This is an optimization exercise on Yosys and OpenROAD, whose aim is small area, not a production implementation.
The RTL was checked by simulation tests, not by an equivalence proof against the original design.
Power is estimated from default activity; no workload was simulated.

// mips_cpu_bus
module mips_cpu_bus (
    input  logic        clk,
    input  logic        reset,
    output logic        active,
    output logic [31:0] register_v0,
    output logic [31:0] address,
    output logic        read,
    output logic        write,
    output logic [31:0] writedata,
    output logic [3:0]  byteenable,
    input  logic        waitrequest,
    input  logic [31:0] readdata
);
Size: roughly 1800 cells after synthesis, roughly 1100 flip-flops.
==> flow/config.mk <==
export PLATFORM = sky130hd
export DESIGN_NAME = mips_cpu_bus
export DESIGN_NICKNAME = mips_cpu_bus
export VERILOG_FILES = /design/flow/design.v
export SDC_FILE = /design/flow/constraint.sdc
export NUM_CORES = 4
export LEC_CHECK = 0
export CAP_MARGIN = 20
export CORE_MARGIN = 2
export CORE_UTILIZATION = 40
export CTS_BUF_LIST = sky130_fd_sc_hd__clkbuf_8
export CTS_CLUSTER_DIAMETER = 60
export CTS_CLUSTER_SIZE = 20
export SLEW_MARGIN = 20
export BUFFER_PORTS_ARGS = -buffer_cell sky130_fd_sc_hd__buf_1
export CTS_ARGS = -sink_clustering_enable -repair_clock_nets -buf_list sky130_fd_sc_hd__clkbuf_8 -sink_clustering_size 22 -sink_clustering_max_diameter 50 -dont_use_dummy_load
==> flow/constraint.sdc <==
create_clock -name core_clock -period 10.5 [get_ports {clk}]
set_input_delay 2.1000 -clock core_clock [delete_from_list [all_inputs] [get_ports {clk}]]
set_output_delay 2.1000 -clock core_clock [all_outputs]
set_load 0.01 [all_outputs]
standard.sh (not shown) runs the stock make flow with config.mk's settings and CLKGATE_MAP_FILE= SYNTH_SCRIPT=/design/flow/synth_recipe.tcl, a recipe that flattens the netlist after the stock synthesis.
==> flow/flow/run.sh <==
#!/bin/bash
set -e
cat >> config.mk <<'EOT'
export BUFFER_PORTS_ARGS = -buffer_cell sky130_fd_sc_hd__buf_1
export CTS_ARGS = -sink_clustering_enable -repair_clock_nets -buf_list sky130_fd_sc_hd__clkbuf_8 -sink_clustering_size 22 -sink_clustering_max_diameter 50 -dont_use_dummy_load
EOT
bash standard.sh > standard.log 2>&1
Next try:
==> flow/flow/run.sh (replaced) <==
#!/bin/bash
set -e
cat >> config.mk <<'EOT'
export BUFFER_PORTS_ARGS = -buffer_cell sky130_fd_sc_hd__buf_1
export CTS_ARGS = -sink_clustering_enable -repair_clock_nets -buf_list sky130_fd_sc_hd__clkbuf_8 -sink_clustering_size 21 -sink_clustering_max_diameter 60 -dont_use_dummy_load
EOT
bash standard.sh > standard.log 2>&1
Settings changed: CTS_ARGS -sink_clustering_enable -repair_clock_nets -buf_list sky130_fd_sc_hd__clkbuf_8 -sink_clustering_size 22 -sink_clustering_max_diameter 50 -dont_use_dummy_load to -sink_clustering_enable -repair_clock_nets -buf_list sky130_fd_sc_hd__clkbuf_8 -sink_clustering_size 21 -sink_clustering_max_diameter 60 -dont_use_dummy_load, CTS_CLUSTER_SIZE 20 to 21.
The changed run finished with timing, DRC and antenna clean. Worst setup slack loses 3.5 ps. Final cell count went down slightly. Non-clock buffer count stays the same. Wire length hardly moves. Design area went down slightly.


Another version of the RTL of mips_cpu_bus (not shown whole).
Size in the first run: about 1900 cells after synthesis, roughly 1100 flip-flops, roughly 140 I/O pins, about 0.028 sq mm of cells after synthesis.
clock: 10.5 ns
lec_check: 0
cap_margin: 20
core_margin: 2
core_utilization: 40
cts_buf_list: sky130_fd_sc_hd__clkbuf_8
cts_cluster_diameter: 60
cts_cluster_size: 20
slew_margin: 20
buffer_ports_args: -buffer_cell sky130_fd_sc_hd__buf_1
cts_args: -sink_clustering_enable -repair_clock_nets -buf_list sky130_fd_sc_hd__clkbuf_8 -sink_clustering_size 20 -sink_clustering_max_diameter 60 -dont_use_dummy_load
==> flow/flow/run.sh <==
#!/bin/bash
set -e
cat >> config.mk <<'EOT'
export BUFFER_PORTS_ARGS = -buffer_cell sky130_fd_sc_hd__buf_1
export CTS_ARGS = -sink_clustering_enable -repair_clock_nets -buf_list sky130_fd_sc_hd__clkbuf_8 -sink_clustering_size 20 -sink_clustering_max_diameter 60 -dont_use_dummy_load
EOT
bash standard.sh > standard.log 2>&1
The first run went through all stages and came out clean.
Rerun with:
Settings changed: CAP_MARGIN 20 to 0, SLEW_MARGIN 20 to 0.
Effect:
- The new run finished with timing, DRC and antenna clean
- area after synthesis does not change
- routed wire length barely changes
- core utilization is about the same
- via count rises by 1.1%
- worst setup slack is better by 17 ps


Another version of the RTL of mips_cpu_bus (not shown whole).
Size in the first run: ~1800 cells after synthesis, about 1100 flip-flops, roughly 0.029 mm^2 of cells after synthesis.
Settings: LEC_CHECK=0, CAP_MARGIN=20, CORE_MARGIN=2, CORE_UTILIZATION=40, CTS_BUF_LIST=sky130_fd_sc_hd__clkbuf_8, CTS_CLUSTER_DIAMETER=60, CTS_CLUSTER_SIZE=20, SLEW_MARGIN=20, BUFFER_PORTS_ARGS=-buffer_cell sky130_fd_sc_hd__buf_1; clock period 10.5 ns.
==> flow/flow/run.sh <==
#!/bin/bash
set -e
cp standard.sh standard.sh.txt
echo 'export BUFFER_PORTS_ARGS = -buffer_cell sky130_fd_sc_hd__buf_1' >> config.mk
bash standard.sh > standard.log 2>&1
The first run completed without violations.
Edit:
==> flow/run.sh (new file) <==
#!/bin/bash
# synth_recipe.tcl (not shown) runs the flow's synth.tcl, then flattens the netlist and writes it again
# the make line also repeats each setting of config.mk as NAME=value (left out here)
make -C /OpenROAD-flow-scripts/flow DESIGN_CONFIG=/design/flow/config.mk WORK_HOME=/design/flow/orfs CLKGATE_MAP_FILE= SYNTH_SCRIPT=/design/flow/synth_recipe.tcl finish
- BUFFER_PORTS_ARGS: -buffer_cell sky130_fd_sc_hd__buf_1 -> unset
removed: flow/flow/run.sh
removed: flow/standard.sh
The new run produced a clean layout.
Critical path depth does not change.
Total power rises slightly.
Via count is about the same.
Sequential share of layout area fell by 2.1 points.
Edit:
- CTS_BUF_LIST: sky130_fd_sc_hd__clkbuf_8 -> sky130_fd_sc_hd__clkbuf_16
- CTS_CLUSTER_DIAMETER: 60 -> 70
- CTS_CLUSTER_SIZE: 20 -> 35
After rerunning: Via count falls by 1.2%. Area after synthesis stays the same. Setup slack improved by 0.046 ns. Clock skew decreases by 0.018 ns. Sequential cell count does not change. Clock power is higher by about 8%. Fmax rises by 0.73%. Cell count drops by 1.2%. Non-clock buffer count is unchanged. Register-to-register slack improves by 0.03 ns. Worst hold slack stays flat.


Setup of job 101:
mips_cpu_bus with an RTL version that a note above also has.
Size in the first run: roughly 1800 cells after synthesis, ~1100 flip-flops, about 140 I/O pins, ~0.028 sq mm of cells after synthesis.
Settings: LEC_CHECK=0, CAP_MARGIN=20, CORE_MARGIN=2, CORE_UTILIZATION=40, CTS_BUF_LIST=sky130_fd_sc_hd__clkbuf_8, CTS_CLUSTER_DIAMETER=60, CTS_CLUSTER_SIZE=20, SLEW_MARGIN=20, BUFFER_PORTS_ARGS=-buffer_cell sky130_fd_sc_hd__buf_1, CTS_ARGS=-sink_clustering_enable -repair_clock_nets -buf_list sky130_fd_sc_hd__clkbuf_8 -sink_clustering_size 20 -sink_clustering_max_diameter 70 -dont_use_dummy_load; clock period 10.5 ns.
==> flow/flow/run.sh <==
#!/bin/bash
set -e
cat >> config.mk <<'EOT'
export BUFFER_PORTS_ARGS = -buffer_cell sky130_fd_sc_hd__buf_1
export CTS_ARGS = -sink_clustering_enable -repair_clock_nets -buf_list sky130_fd_sc_hd__clkbuf_8 -sink_clustering_size 20 -sink_clustering_max_diameter 70 -dont_use_dummy_load
EOT
bash standard.sh > standard.log 2>&1
diff inputs: job 101 => job 102
# job 101
export LEC_CHECK = 0
export CAP_MARGIN = 20
export CORE_MARGIN = 2
export CORE_UTILIZATION = 40
export CTS_BUF_LIST = sky130_fd_sc_hd__clkbuf_8
export CTS_CLUSTER_DIAMETER = 60
export CTS_CLUSTER_SIZE = 20
export SLEW_MARGIN = 20
export BUFFER_PORTS_ARGS = -buffer_cell sky130_fd_sc_hd__buf_1
export CTS_ARGS = -sink_clustering_enable -repair_clock_nets -buf_list sky130_fd_sc_hd__clkbuf_8 -sink_clustering_size 20 -sink_clustering_max_diameter 70 -dont_use_dummy_load
create_clock -name core_clock -period 10.5 [get_ports {clk}]
# job 102
export LEC_CHECK = 0
export CAP_MARGIN = 20
export CORE_MARGIN = 2
export CORE_UTILIZATION = 40
export CTS_BUF_LIST = sky130_fd_sc_hd__clkbuf_8
export CTS_CLUSTER_DIAMETER = 60
export CTS_CLUSTER_SIZE = 20
export SLEW_MARGIN = 20
export BUFFER_PORTS_ARGS = -buffer_cell sky130_fd_sc_hd__buf_1
export CTS_ARGS = -sink_clustering_enable -repair_clock_nets -buf_list sky130_fd_sc_hd__clkbuf_8 -sink_clustering_size 20 -sink_clustering_max_diameter 60 -dont_use_dummy_load
create_clock -name core_clock -period 10.5 [get_ports {clk}]
==> flow/flow/run.sh <==
#!/bin/bash
set -e
cat >> config.mk <<'EOT'
export BUFFER_PORTS_ARGS = -buffer_cell sky130_fd_sc_hd__buf_1
export CTS_ARGS = -sink_clustering_enable -repair_clock_nets -buf_list sky130_fd_sc_hd__clkbuf_8 -sink_clustering_size 20 -sink_clustering_max_diameter 60 -dont_use_dummy_load
EOT
bash standard.sh > standard.log 2>&1
[summary]
Job 102 reports a lower worst setup skew after layout than job 101 does.
Adder and majority cell fraction of the synthesized area came out exactly the same in job 102 and job 101.
Diff job 101..job 102 | count of plain and timing-repair buffers in the layout | unchanged
Diff job 101 -> job 102: met2 track demand over resource +0.16 points; synthesized cell count ~0 delta; peak clock frequency supported by timing ~0 delta.
--- input diff job 102..job 103 ---
# job 102
export LEC_CHECK = 0
export CAP_MARGIN = 20
export CORE_MARGIN = 2
export CORE_UTILIZATION = 40
export CTS_BUF_LIST = sky130_fd_sc_hd__clkbuf_8
export CTS_CLUSTER_DIAMETER = 60
export CTS_CLUSTER_SIZE = 20
export SLEW_MARGIN = 20
export BUFFER_PORTS_ARGS = -buffer_cell sky130_fd_sc_hd__buf_1
export CTS_ARGS = -sink_clustering_enable -repair_clock_nets -buf_list sky130_fd_sc_hd__clkbuf_8 -sink_clustering_size 20 -sink_clustering_max_diameter 60 -dont_use_dummy_load
create_clock -name core_clock -period 10.5 [get_ports {clk}]
# job 103
export LEC_CHECK = 0
export CAP_MARGIN = 20
export CORE_MARGIN = 2
export CORE_UTILIZATION = 40
export CTS_BUF_LIST = sky130_fd_sc_hd__clkbuf_8
export CTS_CLUSTER_DIAMETER = 60
export CTS_CLUSTER_SIZE = 20
export SLEW_MARGIN = 20
export BUFFER_PORTS_ARGS = -buffer_cell sky130_fd_sc_hd__buf_1
export CTS_ARGS = -sink_clustering_enable -repair_clock_nets -buf_list sky130_fd_sc_hd__clkbuf_8 -sink_clustering_size 21 -sink_clustering_max_diameter 60 -dont_use_dummy_load
create_clock -name core_clock -period 10.5 [get_ports {clk}]
==> flow/flow/run.sh <==
#!/bin/bash
set -e
cat >> config.mk <<'EOT'
export BUFFER_PORTS_ARGS = -buffer_cell sky130_fd_sc_hd__buf_1
export CTS_ARGS = -sink_clustering_enable -repair_clock_nets -buf_list sky130_fd_sc_hd__clkbuf_8 -sink_clustering_size 21 -sink_clustering_max_diameter 60 -dont_use_dummy_load
EOT
bash standard.sh > standard.log 2>&1
==> comparison <==
- As far as wire length of the first global-routing pass is concerned, job 102 and job 103 perform about the same.
- Worst hold slack ended up 0.027 ns lower on job 103 than on job 102.
- Power after layout shrinks slightly when moving from job 102 to job 103.
- Job 102 -> job 103: flip-flop and latch count delta 0, exact match
- Comparing total routed wire length on the met1 layer for job 103 and job 102, the bigger number came from job 103.

==> afterwards: timing with drivers on the ports <==
In the flow no input, the clock included, has a driving cell. The finished layouts below were timed again as built, in two steps.
Step 1 (the two cells are an assumption about what drives the block):
set clk [get_ports {clk}]
set_driving_cell -lib_cell sky130_fd_sc_hd__clkbuf_16 $clk
set_driving_cell -lib_cell sky130_fd_sc_hd__buf_2 [delete_from_list [all_inputs] $clk]
Step 2 times the ports against the registers' clock, not the clock port: input delays grow and output delays shrink by t, the midpoint of the rising clock arrivals with the driver on.
a / b / c = no drivers / after step 1 / after step 2; a / b = the first two.
| run | t, ns | slack for setup (ns) | worst register clock-pin slew, ns | cell pins on the clock port's net |
|---|---|---|---|---|
| the first run of note 1 | 0.709 | 4.962 / 4.933 / 4.933 | 0.12 / 0.12 | 1 |
| the second run of note 1 | 0.695 | 4.959 / 4.929 / 4.929 | 0.12 / 0.12 | 1 |
| the first run of note 2 | 0.711 | 4.971 / 4.944 / 4.944 | 0.12 / 0.12 | 1 |
| the second run of note 2 | 0.713 | 4.988 / 4.961 / 4.961 | 0.11 / 0.11 | 1 |
| the first run of note 3 | 0.730 | 4.992 / 4.958 / 4.958 | 0.12 / 0.12 | 1 |
| the second run of note 3 | 0.731 | 4.191 / 4.163 / 4.163 | 0.12 / 0.12 | 1 |
| the third run of note 3 | 0.662 | 4.237 / 4.209 / 4.209 | 0.12 / 0.12 | 1 |
| job 101 | 0.708 | 4.952 / 4.923 / 4.923 | 0.11 / 0.11 | 1 |
| job 102 | 0.695 | 4.967 / 4.937 / 4.937 | 0.11 / 0.11 | 1 |
| job 103 | 0.695 | 4.959 / 4.929 / 4.929 | 0.12 / 0.12 | 1 |
After both steps every run listed still meets setup and hold. For the first run of note 3, which loses most, drivers alone change the setup slack by -0.034 ns; drivers and shift together by -0.034 ns.
